This design comes from an exercise in tuning for small area on the open sky130 flow, not from production work. Function was checked by simulation only, so behaviour that the tests miss may differ from the original. Power figures rest on the tool's default switching activity, not on a simulated workload.

$ cat flow/design.v
module ocp_slave_mem_ctrl #(
  parameter int DATA_WIDTH = 32,
  parameter int ADDR_WIDTH = 5,
  parameter int MEM_DEPTH  = 24,
  parameter int RD_LATENCY = 2
) (
  input  logic                  clk,
  input  logic                  reset,
  input  logic                  enable,
  input  logic [2:0]            m_cmd,
  input  logic [ADDR_WIDTH-1:0] m_addr,
  input  logic [DATA_WIDTH-1:0] m_data,
  input  logic                  m_resp_accept,
  output logic                  s_cmd_accept,
  output logic [1:0]            s_resp,
  output logic [DATA_WIDTH-1:0] s_data,
  output logic                  busy,
  output logic [7:0]            err_count,
  input  logic                  parity_inject,
  output logic                  parity_err
);
  localparam logic [2:0] CMD_IDLE = 3'b000;
  localparam logic [2:0] CMD_WR   = 3'b001;
  localparam logic [2:0] CMD_RD   = 3'b010;
  localparam logic [1:0] RESP_NULL = 2'b00;
  localparam logic [1:0] RESP_DVA  = 2'b01;
  localparam logic [1:0] RESP_ERR  = 2'b11;
  localparam int CNT_W = 4;
  typedef enum logic [1:0] {ST_IDLE, ST_ACCEPT, ST_EXEC, ST_RESP} state_t;
  state_t                  state_reg, state_next;
  logic [2:0]              cmd_reg;
  logic [ADDR_WIDTH-1:0]   addr_reg;
  logic [DATA_WIDTH-1:0]   data_reg;
  logic                    err_pending_reg;
  logic [CNT_W-1:0]        cnt_reg;
  logic [DATA_WIDTH-1:0]   mem [MEM_DEPTH];
  logic                    do_capture, do_write, load_resp, load_cnt, dec_cnt, clear_resp;
  logic                    addr_bad, cmd_bad, is_read, par_bad, resp_err;
  logic [MEM_DEPTH-1:0]    word_hit;
  logic [DATA_WIDTH-1:0]   rd_word, resp_data;
  assign busy     = (state_reg != ST_IDLE);
  assign addr_bad = ({1'b0, m_addr} >= (ADDR_WIDTH+1)'(MEM_DEPTH));
  assign cmd_bad  = (m_cmd != CMD_WR) && (m_cmd != CMD_RD);
  assign is_read  = (cmd_reg == CMD_RD) && !err_pending_reg;
  genvar gi;
  generate
    for (gi = 0; gi < MEM_DEPTH; gi++) begin : g_hit
      assign word_hit[gi] = (addr_reg == ADDR_WIDTH'(gi));
    end
  endgenerate
  always_comb begin
    rd_word = '0;
    for (int i = 0; i < MEM_DEPTH; i++) begin
      if (word_hit[i]) rd_word = mem[i];
    end
  end
  logic inject_reg;
  logic par_mem [MEM_DEPTH];
  logic rd_par;
  always_comb begin
    rd_par = 1'b0;
    for (int i = 0; i < MEM_DEPTH; i++) begin
      if (word_hit[i]) rd_par = par_mem[i];
    end
  end
  assign par_bad = (^rd_word) != rd_par;
  always_ff @(posedge clk or posedge reset) begin
    if (reset) begin
      inject_reg <= 1'b0;
      for (int i = 0; i < MEM_DEPTH; i++) par_mem[i] <= 1'b0;
    end else begin
      if (do_capture) inject_reg <= parity_inject;
      if (do_write) begin
        for (int i = 0; i < MEM_DEPTH; i++) begin
          if (word_hit[i]) par_mem[i] <= (^data_reg) ^ inject_reg;
        end
      end
    end
  end
  assign resp_err  = err_pending_reg || (is_read && par_bad);
  assign resp_data = is_read ? rd_word : '0;
  always_ff @(posedge clk or posedge reset) begin
    if (reset) state_reg <= ST_IDLE;
    else       state_reg <= state_next;
  end
  always_comb begin
    state_next = state_reg;
    do_capture = 1'b0;
    do_write   = 1'b0;
    load_resp  = 1'b0;
    load_cnt   = 1'b0;
    dec_cnt    = 1'b0;
    clear_resp = 1'b0;
    if (enable) begin
      case (state_reg)
        ST_IDLE: begin
          if (m_cmd != CMD_IDLE) begin
            do_capture = 1'b1;
            state_next = ST_ACCEPT;
          end
        end
        ST_ACCEPT: begin
          if (err_pending_reg || cmd_reg == CMD_WR || RD_LATENCY == 1) begin
            do_write   = !err_pending_reg && (cmd_reg == CMD_WR);
            load_resp  = 1'b1;
            state_next = ST_RESP;
          end else begin
            load_cnt   = 1'b1;
            state_next = ST_EXEC;
          end
        end
        ST_EXEC: begin
          dec_cnt = 1'b1;
          if (cnt_reg == CNT_W'(1)) begin
            load_resp  = 1'b1;
            state_next = ST_RESP;
          end
        end
        ST_RESP: begin
          if (m_resp_accept) begin
            clear_resp = 1'b1;
            state_next = ST_IDLE;
          end
        end
        default: state_next = ST_IDLE;
      endcase
    end
  end
  always_ff @(posedge clk or posedge reset) begin
    if (reset) begin
      s_cmd_accept    <= 1'b0;
      s_resp          <= RESP_NULL;
      s_data          <= '0;
      err_count       <= '0;
      parity_err      <= 1'b0;
      cnt_reg         <= '0;
      cmd_reg         <= CMD_IDLE;
      addr_reg        <= '0;
      data_reg        <= '0;
      err_pending_reg <= 1'b0;
    end else if (enable) begin
      s_cmd_accept <= do_capture;
      if (do_capture) begin
        cmd_reg         <= m_cmd;
        addr_reg        <= m_addr;
        data_reg        <= m_data;
        err_pending_reg <= addr_bad || cmd_bad;
      end
      if (load_cnt)     cnt_reg <= CNT_W'(RD_LATENCY - 1);
      else if (dec_cnt) cnt_reg <= cnt_reg - CNT_W'(1);
      if (load_resp) begin
        s_resp <= resp_err ? RESP_ERR : RESP_DVA;
        s_data <= resp_data;
        if (resp_err && err_count != 8'hFF) err_count <= err_count + 8'd1;
        if (is_read && par_bad) parity_err <= 1'b1;
      end else if (clear_resp) begin
        s_resp <= RESP_NULL;
        s_data <= '0;
      end
    end
  end
  always_ff @(posedge clk or posedge reset) begin
    if (reset) begin
      for (int i = 0; i < MEM_DEPTH; i++) mem[i] <= '0;
    end else if (do_write) begin
      for (int i = 0; i < MEM_DEPTH; i++) begin
        if (word_hit[i]) mem[i] <= data_reg;
      end
    end
  end
endmodule
$ cat flow/config.mk
export PLATFORM = sky130hd
export DESIGN_NAME = ocp_slave_mem_ctrl
export DESIGN_NICKNAME = ocp_slave_mem_ctrl
export VERILOG_FILES = /design/flow/design.v
export SDC_FILE = /design/flow/constraint.sdc
export NUM_CORES = 4
export LEC_CHECK = 0
export CAP_MARGIN = 20
export CORE_MARGIN = 2
export CORE_UTILIZATION = 45
export SLEW_MARGIN = 20
$ cat flow/run.sh
#!/bin/bash
# synth_recipe.tcl (not shown) runs the flow's synth.tcl, then flattens the netlist and writes it again
# the make line also repeats each setting of config.mk as NAME=value (left out here)
make -C /OpenROAD-flow-scripts/flow DESIGN_CONFIG=/design/flow/config.mk WORK_HOME=/design/flow/orfs CLKGATE_MAP_FILE= SYNTH_SCRIPT=/design/flow/synth_recipe.tcl finish
$ cat flow/constraint.sdc
create_clock -name core_clock -period 6.5 [get_ports {clk}]
set_input_delay 1.3000 -clock core_clock [delete_from_list [all_inputs] [get_ports {clk}]]
set_output_delay 1.3000 -clock core_clock [all_outputs]
set_load 0.01 [all_outputs]
==> run notes <==
## logic make-up after synthesis
| kind of cell | share of synthesized area |
|---|---|
| multiplexers | 0.252 |
| buffers and inverters | 0.0319 |
| flip-flops | 0.538 |
| AO/OA/AOI/OAI | 0.103 |
| AND/OR/NAND/NOR | 0.0567 |
| XOR/XNOR | 0.0160 |
| adder cells (fa/ha/maj) | 0.00243 |
## worst reg2reg max path, stage by stage (launching register included)
cell,delay (ns)
dfrtp_2,0.87
buf_4,0.40
nor3b_2,0.27
buf_4,0.48
nand2_1,0.34
buf_4,0.29
o21ai_0,0.22
a2111oi_0,0.24
o32ai_1,1.07
xor2_1,0.21
xnor2_1,0.22
xnor3_1,0.28
xnor3_1,0.43
o21a_4,0.26
nor2_1,0.17
mux2_1,0.35
## per-stage QoR
stage               worst slack [ns]  instance area, um^2  hold slack [ns]
finish                         0.276                47700            0.479
CTS                            0.437                47700            0.488
detailed placement             0.443                44200            0.472
global route                   0.309                47700            0.504
floorplan                      -6.96                41100            0.471
global placement               0.328                44200            0.463
## cell usage after synthesis, drive strengths merged, types with 7 or more instances
master and number:
o211ai 12, a21oi 106, clkbuf 194, o2bb2ai 12, xnor3 7, nor3 45
nor2b 9, o21a 7, a32oi 10, nand2 149, a22o 41, and3 19
ha 8, dfrtp 884, nor4 8, xor2 14, a22oi 80, a222oi 10
buf 84, or3 7, o221ai 16, nand4 16, a21o 9, a221oi 37
o22ai 46, a211oi 10, nand3 30, nor3b 12, mux2i 57, nand2b 16
inv 24, xnor2 43, mux2 847, mux4 11, nor2 118, a2111oi 16
o21ai 135, a31oi 18
## power breakdown
| group | switching [mW] | internal, mW |
|---|---|---|
| Sequential | 0.724 | 5.88 |
| Clock | 2.40 | 3.62 |
| Combinational | 6.46 | 3.12 |
## worst max-delay path by stage
stage	to	start	slack, ns
2_1_floorplan	addr_reg[0]	reset	-6.96
3_3_place_gp	err_count[1]	addr_reg[4]	0.33
3_5_place_dp	err_count[1]	addr_reg[4]	0.44
4_1_cts	err_count[1]	addr_reg[4]	0.44
5_1_grt	err_count[1]	addr_reg[2]	0.31
6_report	err_count[1]	addr_reg[4]	0.28
## layout by cell type, fill, tap and decap left out, types with 17 or more instances in the layout
cell type,netlist,final
a221oi_1,37,37
clkinv_2,0,21
a31oi_1,18,18
a21oi_1,106,106
nand2_1,147,145
inv_1,23,22
a22oi_1,80,80
dfrtp_1,884,875
buf_4,20,193
nor2_4,1,17
xnor2_1,43,42
mux2i_1,57,57
nand3_1,30,30
clkbuf_16,0,100
clkbuf_8,0,29
nor3_1,41,31
a22o_1,41,41
mux2_2,846,846
and3_1,19,18
clkdlybuf4s50_1,0,89
o22ai_1,46,46
nor2_1,114,96
o21ai_0,134,133
## layer usage
layer / up-vias / part of all wire / track usage / wire (um)
met3: 424 / 0.091 / 0.0838 / 15200
met4: 4 / 0.061 / 0.185 / 10200
met5: - / 0.00016 / 0 / 27
met1: 16218 / 0.41 / 0.490 / 69300
met2: 1620 / 0.43 / 0.526 / 72300
li1: 12234 / - / - / -
## layout make-up
cell class | instances | area [um^2] | share of cell area
clock buffers | 143 | 2950 | 0.0619
inverters | 25 | 97.6 | 0.00204
multi-input cells | 2070 | 17900 | 0.376
well taps | 1176 | 1470 | 0.0308
repair buffers | 295 | 2610 | 0.0546
clock inverters | 39 | 539 | 0.0113
flip-flops and latches | 884 | 22100 | 0.464
diodes | 3 | 7.51 | 0.000157
==> flow_summary.ini <==
[synthesis]
synth_edf_count = 0
synthTopCellsByArea = dfrtp_1, mux2_2, clkbuf_1
synth_top_cell_by_area = dfrtp_1
ys_seq_area_frac = 0.538
ys_warn_count = 3
synth_cell_types = 91
syn_nets = 3310
yosysTopAreaCellShare = 0.538
syn_area_um2 = 41100
synth-seq-cells = 884
async_flop_share = 1.00
synthCells = 3257
avgSynthCellArea_um2 = 12.6
synth-main-ff-cell = dfrtp_1

[sta]
worst_pin_slew_ns = 1.28
hold_violations = 0
fmax_mhz = 161
fin_tns_setup_ns = 0
finalCritPeriodShare = 0.957
period_minus_slack_ns = 6.22
setup_violations = 0
rsz0062_at_grt = no
finalMaxSlewViolations = 0
timing.max_slew.rel_slack = 0.146
fin_skew_ns = 0.0364

[critical_path]
regToRegSetupSlack_ns = 0.28
crit_fanout = 33
critical_path_depth = 15
path_cells = buf_4 > nor3b_2 > buf_4 > nand2_1 > buf_4 > o21ai_0 > a2111oi_0 > o32ai_1 > xor2_1 > xnor2_1 > xnor3_1 > xnor3_1 > o21a_4 > nor2_1 > mux2_1
r2r_end = err_count[1]
worstReg2RegStart = addr_reg[4]
cp.required_ns = 7.07
cpMostUsedCell = buf_4
crit_type = reg2reg
crit_arrival_ns = 6.79
cp_slowest_stage_delay_ns = 1.07
cp-start-kind = flip-flop
reg2reg_depth = 15
critPathBufInv = 3
critPathTopFamily = compound AO/OA/AOI/OAI gates
cp-end-kind = flip-flop
crit_slowest_cell = o32ai_1

[min_path]
hp-class = reg2reg
hp-start = s_resp[0]
hold_end = s_resp[0]
hold-path-cell-count = 2

[layout]
n_fill_cell = 7722
instances_no_fill = 4635
drive_gt1_frac = 0.379
nNetsFinal = 3427
largest_reg_flops = 768
areaGrowthSynthToFinish_pct = 16.1
final_util = 0.529

[drt]
dr.pass1.iters = 6
drc = 0
via_count = 30500
drt_wl_total_um = 167000
drtAntennaViolNets = 0
drt-wirelength-per-cell_um = 36.0
detail_route.vias_per_cell = 6.58
drtIter0Drc = 3484

[pwr]
ir_drop_mv = 1.19
total_power_mw = 22.2
powerDensity_nw_per_um2 = 465
leakage_nw = 22.5

[placement]
portBuffers = 89
routabilityCongestion = 0.976
placed_cells = 4450
hpwl_um = 112000

[floorplanning]
placementRows = 110
design.die.area_um2 = 93800
fp.dieH_um = 306
fp.coreArea_um2 = 90300
die_x_um = 306
io_pins = 90
initial_core_util = 0.456

[clock_network]
cts_max_path_buffers = 3
cts_sinks = 884
cts_buffers = 98
clkLatencyLatePin_ns = 0.70
cts_resized = 0
cts.hold.buffers_added = 0
cts_root_buffer = clkbuf_16
clkSlewWorstSetupHoldPaths_ns = 0.06
htreeDepth = 3
post_cts_buffers = 0
cts_tree = yes

[grt]
grt_pass1_wl_um = 237000
grt.total_usage = 0.356
grt_max_degree = 143
antenna_found_initial = 9
grt_pass1_vias = 30972
grt_overflow = 0

[job]
drv_cap = 0

[status]
status = complete, no violations

==> what the ideal ports hide <==
In the flow no input, the clock included, has a driving cell. The finished layout below was timed again as built, in two steps.
Step 1, drivers: a clkbuf_16 drives clk and a buf_2 each remaining input, both assumed.
Step 2 moves the port delays by t, midway between the first and last clock arrival at a register: inputs arrive t later, outputs are due t later. That takes back most of the time a late clock gives input paths.
Three values: ideal ports, drivers, drivers and shift; two values: the first two.
t, ns: 0.750
setup WS [ns]: 0.276 / 0.276 / 0.276
worst hold slack (ns): 0.479 / 0.479 / 0.479
slew at the worst register clock pin (ns): 0.07 / 0.07
cell pins on the clock port's net: 1
After both steps this run still meets setup and hold. For this run, drivers alone change the setup slack by 0.000 ns; drivers and shift together by 0.000 ns.
